What follows belongs to an exercise in optimizing a design on an open flow for small area; a production flow would make more cautious choices.
At most, simulation tests tie the RTL to the original design; equivalence was not proved.
No activity file was given, so power comes from the tool's default toggle rates.

==> job 1645 <==
## pmp_mchk
module pmp_mchk (
  input  logic              clk300p,
  input  logic              rstn,
  input  logic              cfg_we,
  input  logic              addr_we,
  input  logic [3:0]        cfg_idx,
  input  logic [7:0]        cfg_data,
  input  logic [54:0]       addr_data,
  input  logic [1:0]        prv,
  input  logic [1:0]        mpp,
  input  logic              mprv,
  input  logic [1:0]        req_valid,
  output logic [1:0]        req_ready,
  input  logic [1:0][55:0]  req_addr,
  input  logic [1:0][1:0]   req_acc,
  output logic [1:0]        rsp_valid,
  output logic [1:0]        rsp_ok,
  output logic [15:0]       fault_cnt,
  input  logic              cnt_clr
);
==> flow/config.mk <==
export PLATFORM = sky130hd
export DESIGN_NAME = pmp_mchk
export DESIGN_NICKNAME = pmp_mchk
export VERILOG_FILES = /design/flow/design.v
export SDC_FILE = /design/flow/constraint.sdc
export NUM_CORES = 4
export LEC_CHECK = 0
export CAP_MARGIN = 35
export CORE_MARGIN = 2
export CORE_UTILIZATION = 40
export SLEW_MARGIN = 35
==> flow/constraint.sdc <==
create_clock -name core_clock -period 6.0 [get_ports {clk300p}]
set_input_delay 1.2000 -clock core_clock [delete_from_list [all_inputs] [get_ports {clk300p}]]
set_output_delay 1.2000 -clock core_clock [all_outputs]
set_load 0.01 [all_outputs]
run.sh (not shown) runs the stock make flow with config.mk's settings and CLKGATE_MAP_FILE= SYNTH_SCRIPT=/design/flow/synth_recipe.tcl, a recipe that flattens the netlist after the stock synthesis.
==> job 3307 (differences from job 1645) <==
--- a/flow/design.v
+++ b/flow/design.v
@@ -1,18 +1,20 @@
 package pmp_pkg;
   localparam int pmpaddrbits = 55;
   localparam logic [1:0] prv_m = 2'b11;
 endpackage
 module pmp_mchk_entry (
-  input  logic [53:0] w,
-  input  logic [54:0] a,
-  input  logic [54:0] mk,
-  output logic        lt,
-  output logic        napot
+  input  logic [53:0]  w,
+  input  logic [54:0]  a,
+  input  logic [14:3]  bk,
+  input  logic [12:3]  p2,
+  input  logic [12:3]  p3,
+  output logic         lt,
+  output logic         napot
 );
   logic [126:0] g, e;
-  logic [54:10] eqm;
+  logic [13:3]  blk_ok;
   for (genvar i = 0; i < 64; i++) begin : g_leaf
     if (i < 54) begin : g_real
       assign g[i] = ~w[i] & a[i];
       assign e[i] = ~(w[i] ^ a[i]);
     end else begin : g_pad
@@ -27,15 +29,74 @@
       assign g[OUT+i] = g[IN+2*i+1] | (e[IN+2*i+1] & g[IN+2*i]);
       assign e[OUT+i] = e[IN+2*i+1] & e[IN+2*i];
     end
   end
   assign lt = a[54] | g[126];
-  for (genvar i = 10; i < 54; i++) begin : g_eqm
-    assign eqm[i] = e[i] | mk[i];
-  end
-  assign eqm[54] = ~a[54] | mk[54];
-  assign napot = &eqm;
+  for (genvar k = 3; k < 13; k++) begin : g_blk
+    assign blk_ok[k] = (bk[k] | e[96+k]) &
+                       (e[4*k+1] | a[4*k]) & (e[4*k+2] | p2[k]) & (e[4*k+3] | p3[k]);
+  end
+  assign blk_ok[13] = (bk[13] | e[96+13]) & (e[53] | a[52]);
+  assign napot = (e[10] | a[9]) & (e[11] | (a[9] & a[10])) & (&blk_ok) &
+                 (~a[54] | bk[14]);
+endmodule
+module pmp_mchk_match (
+  input  logic [15:0]        cfg_tor,
+  input  logic [15:0]        cfg_nap,
+  input  logic [15:0]        av,
+  input  logic [15:0][54:0]  addr_q,
+  input  logic [15:0][14:3]  bk,
+  input  logic [15:0][12:3]  p2,
+  input  logic [15:0][12:3]  p3,
+  input  logic [53:0]        w,
+  output logic [15:0]        match
+);
+  logic        zhi;
+  logic [15:0] lt, lt_raw, nap_raw;
+  assign zhi = ~|w[53:10];
+  for (genvar e = 0; e < 16; e++) begin : g_ent
+    pmp_mchk_entry u_entry (
+      .w    (w),
+      .a    (addr_q[e]),
+      .bk   (bk[e]),
+      .p2   (p2[e]),
+      .p3   (p3[e]),
+      .lt   (lt_raw[e]),
+      .napot(nap_raw[e])
+    );
+    assign lt[e] = av[e] & lt_raw[e];
+    if (e == 0) begin : g_first
+      assign match[e] = (cfg_tor[e] & lt[e]) |
+                        (cfg_nap[e] & (av[e] ? nap_raw[e] : zhi));
+    end else begin : g_rest
+      assign match[e] = (cfg_tor[e] & ~lt[e-1] & lt[e]) |
+                        (cfg_nap[e] & (av[e] ? nap_raw[e] : zhi));
+    end
+  end
+endmodule
+module pmp_mchk_select (
+  input  logic [15:0]        cfg_l,
+  input  logic [15:0]        cfg_x,
+  input  logic [15:0]        cfg_w,
+  input  logic [15:0]        cfg_r,
+  input  logic [15:0]        match,
+  input  logic [1:0]         acc,
+  input  logic               m,
+  output logic               ok
+);
+  logic        none_ok;
+  logic [15:0] allow;
+  for (genvar e = 0; e < 16; e++) begin : g_ent
+    assign allow[e] = (m & ~cfg_l[e]) |
+                      (acc == 2'b00 ? cfg_x[e] : acc == 2'b01 ? cfg_r[e] : cfg_w[e]);
+  end
+  always_comb begin
+    none_ok = m;
+    for (int e = 15; e >= 0; e--)
+      if (match[e]) none_ok = allow[e];
+  end
+  assign ok = none_ok & (acc != 2'b11);
 endmodule
 module pmp_mchk (
   input  logic              clk300p,
   input  logic              rstn,
   input  logic              cfg_we,
@@ -57,13 +118,14 @@
 );
   logic [15:0]        cfg_l, cfg_tor, cfg_nap, cfg_x, cfg_w, cfg_r;
   logic [15:0][54:0]  addr_q;
   logic [15:0]        av;
   logic [15:0]        tor_lock, cfg_wen, addr_wen;
-  logic [15:0][54:0]  mk;
+  logic [15:0][14:3]  bk;
+  logic [15:0][12:3]  p2, p3;
   logic [1:0]         acc_en, ok_now;
-  logic [1:0][53:0]   s0_w;
+  logic [1:0][15:0]   s0_match, match_now;
   logic [1:0][1:0]    s0_acc;
   logic [1:0]         s0_m;
   logic [1:0]         v1, v2, o2;
   logic [2:0]         n_fault;
   logic [16:0]        cnt_sum;
@@ -101,55 +163,47 @@
   always_ff @(posedge clk300p) begin
     for (int i = 0; i < 16; i++)
       if (addr_wen[i]) addr_q[i] <= addr_data;
   end
   for (genvar e = 0; e < 16; e++) begin : g_mk
-    assign mk[e][9:0] = '0;
-    assign mk[e][10]  = addr_q[e][9];
-    for (genvar i = 11; i < 55; i++) begin : g_bit
-      assign mk[e][i] = mk[e][i-1] & addr_q[e][i-1];
+    assign bk[e][3] = &addr_q[e][11:9];
+    for (genvar k = 3; k < 13; k++) begin : g_blk
+      assign bk[e][k+1] = bk[e][k] & (&addr_q[e][4*k+3:4*k]);
+    end
+    assign bk[e][14] = bk[e][13] & (&addr_q[e][53:52]);
+    for (genvar k = 3; k < 13; k++) begin : g_pre
+      assign p2[e][k] = &addr_q[e][4*k+1:4*k];
+      assign p3[e][k] = &addr_q[e][4*k+2:4*k];
     end
   end
   for (genvar c = 0; c < 2; c++) begin : g_ch
-    logic [53:0] w;
-    logic [1:0]  acc;
-    logic        m, zhi, none_ok;
-    logic [15:0] lt, lt_raw, nap_raw, match, allow;
+    pmp_mchk_match u_match (
+      .cfg_tor(cfg_tor),
+      .cfg_nap(cfg_nap),
+      .av     (av),
+      .addr_q (addr_q),
+      .bk     (bk),
+      .p2     (p2),
+      .p3     (p3),
+      .w      (req_addr[c][55:2]),
+      .match  (match_now[c])
+    );
     always_ff @(posedge clk300p) begin
-      s0_w[c]   <= req_addr[c][55:2];
-      s0_acc[c] <= req_acc[c];
-      s0_m[c]   <= (((prv == pmp_pkg::prv_m) && mprv && (req_acc[c] != 2'b00)) ? mpp : prv) == pmp_pkg::prv_m;
-    end
-    assign w   = s0_w[c];
-    assign acc = s0_acc[c];
-    assign m   = s0_m[c];
-    assign zhi = ~|w[53:10];
-    for (genvar e = 0; e < 16; e++) begin : g_ent
-      pmp_mchk_entry u_entry (
-        .w    (w),
-        .a    (addr_q[e]),
-        .mk   (mk[e]),
-        .lt   (lt_raw[e]),
-        .napot(nap_raw[e])
-      );
-      assign lt[e] = av[e] & lt_raw[e];
-      if (e == 0) begin : g_first
-        assign match[e] = (cfg_tor[e] & lt[e]) |
-                          (cfg_nap[e] & (av[e] ? nap_raw[e] : zhi));
-      end else begin : g_rest
-        assign match[e] = (cfg_tor[e] & ~lt[e-1] & lt[e]) |
-                          (cfg_nap[e] & (av[e] ? nap_raw[e] : zhi));
-      end
-      assign allow[e] = (m & ~cfg_l[e]) |
-                        (acc == 2'b00 ? cfg_x[e] : acc == 2'b01 ? cfg_r[e] : cfg_w[e]);
-    end
-    always_comb begin
-      none_ok = m;
-      for (int e = 15; e >= 0; e--)
-        if (match[e]) none_ok = allow[e];
-    end
-    assign ok_now[c] = none_ok & (acc != 2'b11);
+      s0_match[c] <= match_now[c];
+      s0_acc[c]   <= req_acc[c];
+      s0_m[c]     <= (((prv == pmp_pkg::prv_m) && mprv && (req_acc[c] != 2'b00)) ? mpp : prv) == pmp_pkg::prv_m;
+    end
+    pmp_mchk_select u_select (
+      .cfg_l  (cfg_l),
+      .cfg_x  (cfg_x),
+      .cfg_w  (cfg_w),
+      .cfg_r  (cfg_r),
+      .match  (s0_match[c]),
+      .acc    (s0_acc[c]),
+      .m      (s0_m[c]),
+      .ok     (ok_now[c])
+    );
   end
   assign acc_en = req_valid & req_ready;
   always_ff @(posedge clk300p or negedge rstn) begin
     if (!rstn) begin
       v1 <= '0;
--- a/flow/config.mk
+++ b/flow/config.mk
@@ -6,6 +6,8 @@
 export NUM_CORES = 4
 export LEC_CHECK = 0
 export CAP_MARGIN = 35
 export CORE_MARGIN = 2
 export CORE_UTILIZATION = 40
+export CTS_CLUSTER_DIAMETER = 90
+export CTS_CLUSTER_SIZE = 20
 export SLEW_MARGIN = 35
==> comparison table <==
|  | job 1645 | job 3307 |
|---|---|---|
| Outcome | no timing/DRC/antenna violations | no timing/DRC/antenna violations |
| Area fraction in and, or, nand and nor cells after synthesis | 0.1759 | 0.1507 |
| Clock distribution power | 0.00944 W | 0.00633 W |
| Combined buffer and inverter count along the critical path | 2 | 3 |
| Worst flop-to-flop path endpoint | o2[1] | s0_match[16] |
| Final worst path period share | 0.9646 | 0.7996 |
| Initial DRC count | 15,890 | 14,790 |
| Met3 routing resource usage after global routing | 0.1480 | 0.1428 |
| Total number of H-tree levels | 4 | 3 |
| Layout cell share with drive strength beyond 1 | 0.09142 | 0.07888 |
| Switching power | 0.007278 W | 0.006746 W |
| Insertion delay of the later-clocked pin in the worst-skew pair | 850 ps | 790 ps |
| Synth Area in Adders | 0.2386 | 0.2585 |
| Initial core utilization | 0.4019 | 0.4023 |
| Worst Path Class, Setup | flop to flop | input pin to flop |
| Area growth syn-to-layout | 16.76% | 14.53% |
| Register clock-pin slew on the reported worst setup and hold paths | 60 ps | 80 ps |
| Number of buffers created by CTS | 146 | 82 |
| Number of antenna violations at the first check in global routing | 123 | 80 |
| Tightest Pin Transition | 1050 ps | 1133 ps |
| Die outline area | 226,700 um2 | 209,400 um2 |
| Ratio of routed vias to standard cells | 7.144 | 7.298 |
| Number of multi-input logic gates | 7,558 | 6,766 |
| Met2 Routed Length | 222,600 um | 194,100 um |
| Non-clock inverter total of the final layout | 276 | 188 |
| Worst Hold Slack | 350.8 ps | 357.9 ps |
| Lkg Pwr | 40.99 nW | 38.21 nW |
For job 1645, only the layout was checked, not whether the RTL still works.

[re-timing with driven ports]
In the flow no input, the clock included, has a driving cell. The finished layouts below were timed again as built, in two steps. Step 1: set_driving_cell puts a clkbuf_16 on clk300p and a buf_2 on each other input, an assumption about the parent block. Step 2 adds t to the input delays and takes it off the output delays; t is the mean of the earliest and latest rising clock arrival at the registers after step 1. Input paths then give back, and output paths get back, about the clock's delay inside the block. Three values: ideal ports, drivers, drivers and shift; two values: the first two.
| run | t (ns) | slack for setup (ns) | worst slew at a driven data input, ns |
|---|---|---|---|
| job 1645 | 0.922 | 0.212 / 0.212 / 0.212 | 0.21 |
| job 3307 | 0.875 | 1.202 / 1.280 / 0.405 | 0.07 |
After both steps setup and hold are still met in every run listed. For job 3307, which loses most, drivers alone change the setup slack by +0.078 ns; drivers and shift together by -0.797 ns.
